Background: an optimization exercise with open tools, aiming at small area, a short achievable clock period and few clock cycles per item. Do not read the settings as production practice.
The RTL was checked by simulation tests, not by an equivalence proof against the original design.
No activity file was given, so power comes from the tool's default toggle rates.

## run 1
==> flow/design.v (excerpt) <==
module wallace_mac (
    input  wire        clk,
    input  wire        arst_n,
    input  wire        req,
    output logic       ack,
    input  wire [15:0] a,
    input  wire [15:0] b,
    input  wire [31:0] acc,
    input  wire        cin,
    output logic [32:0] result
);
    always_ff @(posedge clk or negedge arst_n) begin
        if (!arst_n) ack <= 1'b0;
        else         ack <= req;
    end
    wire pp_0_0;
    wire pp_0_1;
    wire pp_0_2;
    wire pp_0_3;
    wire pp_0_4;
    wire pp_0_5;
    wire pp_0_6;
    wire pp_0_7;
    wire pp_0_8;
    wire pp_0_9;
    wire pp_0_10;
    wire pp_0_11;
    wire pp_0_12;
    wire pp_0_13;
    wire pp_0_14;
    wire pp_0_15;
    wire pp_1_0;
    wire pp_1_1;
    wire pp_1_2;
    wire pp_1_3;
    wire pp_1_4;
    wire pp_1_5;
    wire pp_1_6;
    wire pp_1_7;
    wire pp_1_8;
    wire pp_1_9;
    wire pp_1_10;
    wire pp_1_11;
    wire pp_1_12;
    wire pp_1_13;
    wire pp_1_14;
    wire pp_1_15;
    wire pp_2_0;
    wire pp_2_1;
    wire pp_2_2;
    wire pp_2_3;
    wire pp_2_4;
    wire pp_2_5;
    wire pp_2_6;
    wire pp_2_7;
    wire pp_2_8;
    wire pp_2_9;
    wire pp_2_10;
    wire pp_2_11;
    wire pp_2_12;
    wire pp_2_13;
    wire pp_2_14;
    wire pp_2_15;
    wire pp_3_0;
    wire pp_3_1;
    wire pp_3_2;
    wire pp_3_3;
    wire pp_3_4;
    wire pp_3_5;
    wire pp_3_6;
    wire pp_3_7;
    wire pp_3_8;
    wire pp_3_9;
    wire pp_3_10;
    wire pp_3_11;
    wire pp_3_12;
    wire pp_3_13;
    wire pp_3_14;
    wire pp_3_15;
    wire pp_4_0;
    wire pp_4_1;
    wire pp_4_2;
    wire pp_4_3;
    wire pp_4_4;
    wire pp_4_5;
    wire pp_4_6;
    wire pp_4_7;
    wire pp_4_8;
    wire pp_4_9;
    wire pp_4_10;
    wire pp_4_11;
    wire pp_4_12;
    wire pp_4_13;
    wire pp_4_14;
    wire pp_4_15;
    wire pp_5_0;
    wire pp_5_1;
    wire pp_5_2;
    wire pp_5_3;
    wire pp_5_4;
  ...
Settings: LEC_CHECK=0, CAP_MARGIN=20, CORE_MARGIN=2, CORE_UTILIZATION=40, CTS_BUF_LIST=sky130_fd_sc_hd__clkbuf_8, SETUP_SLACK_MARGIN=2.0, SLEW_MARGIN=20, SYNTH_HIERARCHICAL=1, SYNTH_MINIMUM_KEEP_SIZE=0; clock period 6.0 ns.
standard.sh (not shown) runs the stock make flow with config.mk's settings and CLKGATE_MAP_FILE= SYNTH_SCRIPT=/design/flow/synth_recipe.tcl, a recipe that flattens the netlist after the stock synthesis.
==> flow/flow/run.sh <==
#!/bin/bash
# The standard layout (the standard.sh: ORFS synthesis and place and route,
# unchanged), except that the port buffers that global placement inserts on
# every input and output use a plain buffer cell rather than the delay cell
# the resizer would pick by default.
set -euo pipefail
export BUFFER_PORTS_ARGS="-buffer_cell ${PORT_BUFFER:-sky130_fd_sc_hd__buf_2}"
bash standard.sh > standard_flow.log 2>&1
Testbench counts of run 1, summed over its fixed seeds: cycles 16,000, items 8,000.
Inputs modified between run 1 and run 2:
==> flow/flow/run.sh <==
#!/bin/bash
# The standard layout (the standard.sh: ORFS synthesis, then place and
# route), with two changes to how the layout is made:
#  - the port buffers that global placement inserts on every input and output
#    use a plain buffer cell (buf_2) rather than the delay cell the resizer
#    would pick by default;
#  - after the standard synthesis, the a21oi and nand2 gates that ABC mapped at
#    drive strength 2 start at drive strength 1 (same function and pins); the
#    resizer sizes up again whatever timing needs.
# Each step's full output goes to its own log file in this folder (ORFS's own
# per-step logs stay under orfs/logs/).
set -euo pipefail
export BUFFER_PORTS_ARGS="-buffer_cell sky130_fd_sc_hd__buf_2"
R="$PWD/orfs/results/sky130hd/wallace_mac/base"
bash standard.sh "$R/1_2_yosys.v" > synth_flow.log 2>&1
sed -i -E 's/sky130_fd_sc_hd__(a21oi|nand2)_2 /sky130_fd_sc_hd__\1_1 /' "$R/1_2_yosys.v"
grep -c "sky130_fd_sc_hd__a21oi_1 \|sky130_fd_sc_hd__nand2_1 " "$R/1_2_yosys.v" > downsize.log 2>&1 || true
bash standard.sh > standard_flow.log 2>&1
Results
The highest metal layer with signal wires comes out met5 in one run and met4 in the other, namely in run 2 and run 1 respectively. Via count of the first global-routing pass: run 2 vs run 1 up 120. Lower register fraction of the total cell area goes to run 1 over run 2. The higher cell row count of run 2 and run 1 is in run 1. The total routing resource utilization after global routing reported for run 2 is greater than that of run 1 by 0.66 points. Sort run 2 and run 1 by area after synthesis, descending, and run 1 comes first. Of run 2 and run 1, the run reporting the lower utilization was run 1. Share of total power in the clock network: run 2 and run 1 compared, lower one is run 1. Leakage power of the design: run 2 and run 1 compared, higher one is run 2. [diff] worst setup slack, run 2 relative to run 1: regression.
For run 3, these inputs were changed with respect to run 2:
==> flow/flow/run.sh <==
#!/bin/bash
# The standard layout (the standard.sh: ORFS synthesis and place and route,
# unchanged), except that the port buffers that global placement inserts on
# every input and output use a plain buffer cell rather than the delay cell
# the resizer would pick by default.
set -euo pipefail
export BUFFER_PORTS_ARGS="-buffer_cell ${PORT_BUFFER:-sky130_fd_sc_hd__buf_2}"
bash standard.sh > standard_flow.log 2>&1
--- a/flow/config.mk
+++ b/flow/config.mk
@@ -12 +12 @@
-export SETUP_SLACK_MARGIN = 2.0
+export SETUP_SLACK_MARGIN = 1.95
--- outcome ---
Of run 2 and run 3, run 2 shows the higher post-route clock period utilization, with run 3 below it. Minimum period implied by the final worst setup slack: run 2 and run 3 compared, higher one is run 2. met4 as the highest layer used for signal routing was reported by run 3, and met5 by run 2. Between run 2 and run 3, the post-synthesis cell area is lower for run 2. Area growth from synthesis to layout for run 3: 0.52 points down relative to run 2.

* * *

Another version of the RTL of wallace_mac (not shown whole).
Size in the first run: about 76 flip-flops, ~0.010 sq mm of cells after synthesis.
// wallace_mac
module wallace_mac (
    input  wire        clk,
    input  wire        arst_n,
    input  wire        req,
    output logic       ack,
    input  wire [15:0] a,
    input  wire [15:0] b,
    input  wire [31:0] acc,
    input  wire        cin,
    output logic [32:0] result
);
==> flow/config.mk <==
export PLATFORM = sky130hd
export DESIGN_NAME = wallace_mac
export DESIGN_NICKNAME = wallace_mac
export VERILOG_FILES = /design/flow/design.v
export SDC_FILE = /design/flow/constraint.sdc
export NUM_CORES = 4
export LEC_CHECK = 0
export CAP_MARGIN = 20
export CORE_MARGIN = 2
export CORE_UTILIZATION = 40
export CTS_BUF_LIST = sky130_fd_sc_hd__clkbuf_8
export SETUP_SLACK_MARGIN = 1.9
export SLEW_MARGIN = 20
export SYNTH_HIERARCHICAL = 1
export SYNTH_MINIMUM_KEEP_SIZE = 0
==> flow/constraint.sdc <==
create_clock -name core_clock -period 6.0 [get_ports {clk}]
set_input_delay 1.2000 -clock core_clock [delete_from_list [all_inputs] [get_ports {clk}]]
set_output_delay 1.2000 -clock core_clock [all_outputs]
set_load 0.01 [all_outputs]
==> flow/flow/run.sh <==
#!/bin/bash
# The standard layout (the standard.sh: ORFS synthesis and place and route,
# unchanged), except that the port buffers that global placement inserts on
# every input and output use a plain buffer cell rather than the delay cell
# the resizer would pick by default.
set -euo pipefail
export BUFFER_PORTS_ARGS="-buffer_cell ${PORT_BUFFER:-sky130_fd_sc_hd__buf_2}"
bash standard.sh > standard_flow.log 2>&1
The first run completed with no timing, DRC or antenna violations.
Testbench counts at the start, summed over its fixed seeds: cycles 16,000, items 8,000.
Next try:
Settings changed: SETUP_SLACK_MARGIN 1.9 to 2.0.
What happened:
- design area goes up by 0.89%
- critical path depth came out higher by 1
- count of clock-buffer cells in the layout is unchanged
- worst setup slack improved by 49 ps
- sequential cell count stays the same
- cell count hardly moves
- power rose by 1.9%
- wire length climbs by about 3%
- fmax went up by about 1.2%
- via count came out higher by 0.71%
- utilization went up by 0.38 points

* * *

RTL: one of the versions met above, not the one the previous note started from.
Size in the first run: about 950 cells after synthesis, about 71 flip-flops, ~100 I/O pins, roughly 9900 sq um of cells after synthesis.
## wallace_mac
module wallace_mac (
    input  wire        clk,
    input  wire        arst_n,
    input  wire        req,
    output logic       ack,
    input  wire [15:0] a,
    input  wire [15:0] b,
    input  wire [31:0] acc,
    input  wire        cin,
    output logic [32:0] result
);
==> flow/config.mk <==
export PLATFORM = sky130hd
export DESIGN_NAME = wallace_mac
export DESIGN_NICKNAME = wallace_mac
export VERILOG_FILES = /design/flow/design.v
export SDC_FILE = /design/flow/constraint.sdc
export NUM_CORES = 4
export LEC_CHECK = 0
export CAP_MARGIN = 20
export CORE_MARGIN = 2
export CORE_UTILIZATION = 40
export CTS_BUF_LIST = sky130_fd_sc_hd__clkbuf_8
export SETUP_SLACK_MARGIN = 2.2
export SLEW_MARGIN = 20
export SYNTH_HIERARCHICAL = 1
export SYNTH_MINIMUM_KEEP_SIZE = 0
==> flow/constraint.sdc <==
create_clock -name core_clock -period 6.0 [get_ports {clk}]
set_input_delay 1.2000 -clock core_clock [delete_from_list [all_inputs] [get_ports {clk}]]
set_output_delay 1.2000 -clock core_clock [all_outputs]
set_load 0.01 [all_outputs]
Scripts as last shown in full above: flow/flow/run.sh
Testbench counts at the start, summed over its fixed seeds: cycles 16,000, items 8,000.
Edit:
Settings changed: SETUP_SLACK_MARGIN 2.2 to 2.3.
- utilization fell by 0.13 points
- worst setup slack loses 19 ps
- hold slack loses 13 ps
- global-route usage fell by 0.26 points
- wire length barely changes
- cell area fell by 0.30%
- power fell by 10%

* * *

Starting RTL as in the previous note.
export LEC_CHECK = 0
export CAP_MARGIN = 20
export CORE_MARGIN = 2
export CORE_UTILIZATION = 40
export CTS_BUF_LIST = sky130_fd_sc_hd__clkbuf_8
export SETUP_SLACK_MARGIN = 2.05
export SLEW_MARGIN = 20
export SYNTH_HIERARCHICAL = 1
export SYNTH_MINIMUM_KEEP_SIZE = 0
create_clock -name core_clock -period 6.0 [get_ports {clk}]
Scripts as last shown in full above: flow/flow/run.sh
Testbench counts at the start, summed over its fixed seeds: cycles 16,000, items 8,000.
Change:
--- a/flow/config.mk
+++ b/flow/config.mk
@@ -10,5 +10,5 @@
 export CORE_UTILIZATION = 40
 export CTS_BUF_LIST = sky130_fd_sc_hd__clkbuf_8
-export SETUP_SLACK_MARGIN = 2.05
+export SETUP_SLACK_MARGIN = 2.15
 export SLEW_MARGIN = 20
 export SYNTH_HIERARCHICAL = 1
Cell count increases by 0.61%.
Die area does not change.
Setup slack got worse by 100 ps.
Flip-flop and latch count is unchanged.
Synthesized area stays the same.
Utilization is higher by 1.6 points.
Via count increases by 1.6%.
Power is higher by 14%.
Final area climbs by 3.8%.
Critical path depth does not change.
Change:
--- a/flow/config.mk
+++ b/flow/config.mk
@@ -10,5 +10,6 @@
 export CORE_UTILIZATION = 40
 export CTS_BUF_LIST = sky130_fd_sc_hd__clkbuf_8
-export SETUP_SLACK_MARGIN = 2.15
+export GPL_ROUTABILITY_DRIVEN = 0
+export SETUP_SLACK_MARGIN = 2.1
 export SLEW_MARGIN = 20
 export SYNTH_HIERARCHICAL = 1
Outcome: Hold slack degrades by 12 ps. Core utilization is lower by 1.7 points. Final cell count is lower by 0.69%. Total power is lower by 14%. Routed wire length is lower by 3.9%. Global-route usage stays flat. Cell area is lower by 3.8%. Synthesized cell count does not change. Maximum frequency is higher by 3.2%. Worst setup slack improves by 120 ps. First-iteration DRC count is lower by 7.5%.
Change:
--- a/flow/config.mk
+++ b/flow/config.mk
@@ -10,6 +10,6 @@
 export CORE_UTILIZATION = 40
 export CTS_BUF_LIST = sky130_fd_sc_hd__clkbuf_8
-export GPL_ROUTABILITY_DRIVEN = 0
-export SETUP_SLACK_MARGIN = 2.1
+export PLACE_DENSITY = 0.8
+export SETUP_SLACK_MARGIN = 2.0
 export SLEW_MARGIN = 20
 export SYNTH_HIERARCHICAL = 1
Result: The changed run ran to the end with no violations. Fmax came out lower by 1.6%. Power rose by 4.0%. Clock-buffer cell count is unchanged.

* * *

Setup of try-umber:
wallace_mac with an RTL version that a note above also has.
For scale: ~920 cells after synthesis, ~76 flip-flops, roughly 100 I/O pins, ~10,000 um^2 of cells after synthesis.
Settings: LEC_CHECK=0, CAP_MARGIN=20, CORE_MARGIN=2, CORE_UTILIZATION=40, CTS_BUF_LIST=sky130_fd_sc_hd__clkbuf_8, SETUP_SLACK_MARGIN=2.15, SLEW_MARGIN=20, SYNTH_HIERARCHICAL=1, SYNTH_MINIMUM_KEEP_SIZE=0; clock period 6.0 ns.
Scripts as last shown in full above: flow/flow/run.sh
try-umber: done, clean on timing, DRC and antenna
Testbench counts of try-umber, summed over its fixed seeds: cycles 16,000, items 8,000.
> inputs changed (try-umber -> try-harbor)
Settings: SETUP_SLACK_MARGIN: 2.15 -> 2.4.
==> comparison <==
Relative to try-umber, the number of gates given a new drive strength after cts measured on try-harbor has increased by more than 100%.
Part of the power in combinational logic on try-harbor is up relative to try-umber.
Relative area of non-clock buffer cells in the final design delta for try-harbor relative to try-umber: 5.1 points higher
In the metrics for try-harbor and try-umber, the one carrying the lower design internal power is try-umber.
Summary — share of the core filled with cells, try-harbor relative to try-umber: higher, by 4.8 points.
Diff try-umber -> try-harbor | total of fill cells in the finished design | decrease of 149
Status: data arrival time of the worst path parity (try-harbor, try-umber)
Cmp try-harbor vs try-umber: logic depth of the worst setup path including buffers higher in try-harbor
As far as number of buffers added to fix hold violations after cts goes, try-umber and try-harbor are indistinguishable; the numbers are identical.
Input-level comparison between try-maple and try-harbor:
Settings: changing SETUP_SLACK_MARGIN from 2.4 to 2.0.
diff --git a/flow/flow/run.sh b/flow/flow/run.sh
--- a/flow/flow/run.sh
+++ b/flow/flow/run.sh
@@ -5,4 +5,4 @@
 # the resizer would pick by default.
 set -euo pipefail
-export BUFFER_PORTS_ARGS="-buffer_cell ${PORT_BUFFER:-sky130_fd_sc_hd__buf_2}"
+export BUFFER_PORTS_ARGS="-buffer_cell ${PORT_BUFFER:-sky130_fd_sc_hd__buf_1}"
 bash standard.sh > standard_flow.log 2>&1
Results
- try-maple ended up with fewer standard cells than try-harbor.
- Going from try-harbor to try-maple, post-route fraction of the period consumed by the critical path grows by 0.50 points.
- try-harbor -> try-maple: routed wire length decreased by a few percent
- try-maple vs. try-harbor: share of cell area taken by multi-input logic gates went up by 2.5 points; final area went down by about 10%; clock network fraction of design power went up by 0.5 points.

* * *

wallace_mac with an RTL version that a note above also has.
Size in the first run: about 950 cells after synthesis, ~71 flip-flops, about 100 I/O pins, ~9900 um2 of cells after synthesis.
==> flow/config.mk <==
export PLATFORM = sky130hd
export DESIGN_NAME = wallace_mac
export DESIGN_NICKNAME = wallace_mac
export VERILOG_FILES = /design/flow/design.v
export SDC_FILE = /design/flow/constraint.sdc
export NUM_CORES = 4
export LEC_CHECK = 0
export CAP_MARGIN = 20
export CORE_MARGIN = 2
export CORE_UTILIZATION = 40
export CTS_BUF_LIST = sky130_fd_sc_hd__clkbuf_8
export SETUP_SLACK_MARGIN = 2.1
export SLEW_MARGIN = 20
export SYNTH_HIERARCHICAL = 1
export SYNTH_MINIMUM_KEEP_SIZE = 0
==> flow/constraint.sdc <==
create_clock -name core_clock -period 6.0 [get_ports {clk}]
set_input_delay 1.2000 -clock core_clock [delete_from_list [all_inputs] [get_ports {clk}]]
set_output_delay 1.2000 -clock core_clock [all_outputs]
set_load 0.01 [all_outputs]
==> flow/flow/run.sh <==
#!/bin/bash
# The standard layout (the standard.sh: ORFS synthesis and place and route,
# unchanged), except that the port buffers that global placement inserts on
# every input and output use a plain buffer cell rather than the delay cell
# the resizer would pick by default.
set -euo pipefail
export BUFFER_PORTS_ARGS="-buffer_cell ${PORT_BUFFER:-sky130_fd_sc_hd__buf_2}"
bash standard.sh > standard_flow.log 2>&1
The baseline finished with timing, DRC and antenna clean.
Testbench counts at the start, summed over its fixed seeds: cycles 16,000, items 8,000.
Edit:
CAP_MARGIN = 5   (was 20)
SETUP_SLACK_MARGIN = 2.0   (was 2.1)
SLEW_MARGIN = 5   (was 20)
Effect:
- via count hardly moves
- non-clock buffer count stays the same
- worst hold slack hardly moves
- cell area is about the same
- total power rose by 2.3%
- synthesized area stays the same
- worst setup slack gets worse by 0.037 ns
- count of clock-buffer cells in the layout rises by 1
- core utilization hardly moves
- combinational power climbs by about 2%

[port drivers added, routing unchanged]
The flow's constraints put no driver on any port. The routed layouts listed below were extracted and timed again, unchanged, in two steps.
Step 1, drivers: a clkbuf_16 drives clk and a buf_2 each remaining input, both assumed.
Step 2 times the ports against the registers' clock, not the clock port: input delays grow and output delays shrink by t, the midpoint of the rising clock arrivals with the driver on.
Three values: ideal ports, drivers, drivers and shift; two values: the first two.
| run | shift t [ns] | slack for setup (ns) | worst setup path at the end | cell pins on the clock port's net |
|---|---|---|---|---|
| run 1 | 0.417 | 2.105 / 2.064 / 1.704 | input to register | 1 |
| run 2 | 0.415 | 2.038 / 1.995 / 1.690 | input to register | 1 |
| run 3 | 0.406 | 2.061 / 2.020 / 1.677 | input to register | 1 |
| the first run of note 2 | 0.419 | 2.002 / 1.964 / 1.586 | input to register | 1 |
| the second run of note 2 | 0.420 | 2.051 / 2.008 / 1.643 | input to register | 1 |
| the first run of note 3 | 0.419 | 2.114 / 2.074 / 1.846 | input to register | 1 |
| the second run of note 3 | 0.414 | 2.095 / 2.055 / 1.906 | input to register | 1 |
| the first run of note 4 | 0.417 | 2.122 / 2.079 / 1.721 | input to register | 1 |
| the second run of note 4 | 0.408 | 2.020 / 1.982 / 1.767 | input to register | 1 |
| the third run of note 4 | 0.419 | 2.143 / 2.101 / 1.768 | input to register | 1 |
| the fourth run of note 4 | 0.407 | 2.079 / 2.040 / 1.666 | input to register | 1 |
| try-umber | 0.406 | 1.992 / 1.950 / 1.738 | input to register | 1 |
| try-harbor | 0.411 | 2.004 / 1.963 / 1.809 | input to register | 1 |
| try-maple | 0.428 | 1.974 / 1.930 / 1.646 | input to register | 1 |
| the first run of note 6 | 0.419 | 2.143 / 2.101 / 1.768 | input to register | 1 |
| the second run of note 6 | 0.417 | 2.105 / 2.064 / 1.704 | input to register | 1 |
After both steps every run listed still meets setup and hold. The setup slack of the first run of note 2, which loses most, moves by -0.038 ns with the drivers and by -0.416 ns with both steps.
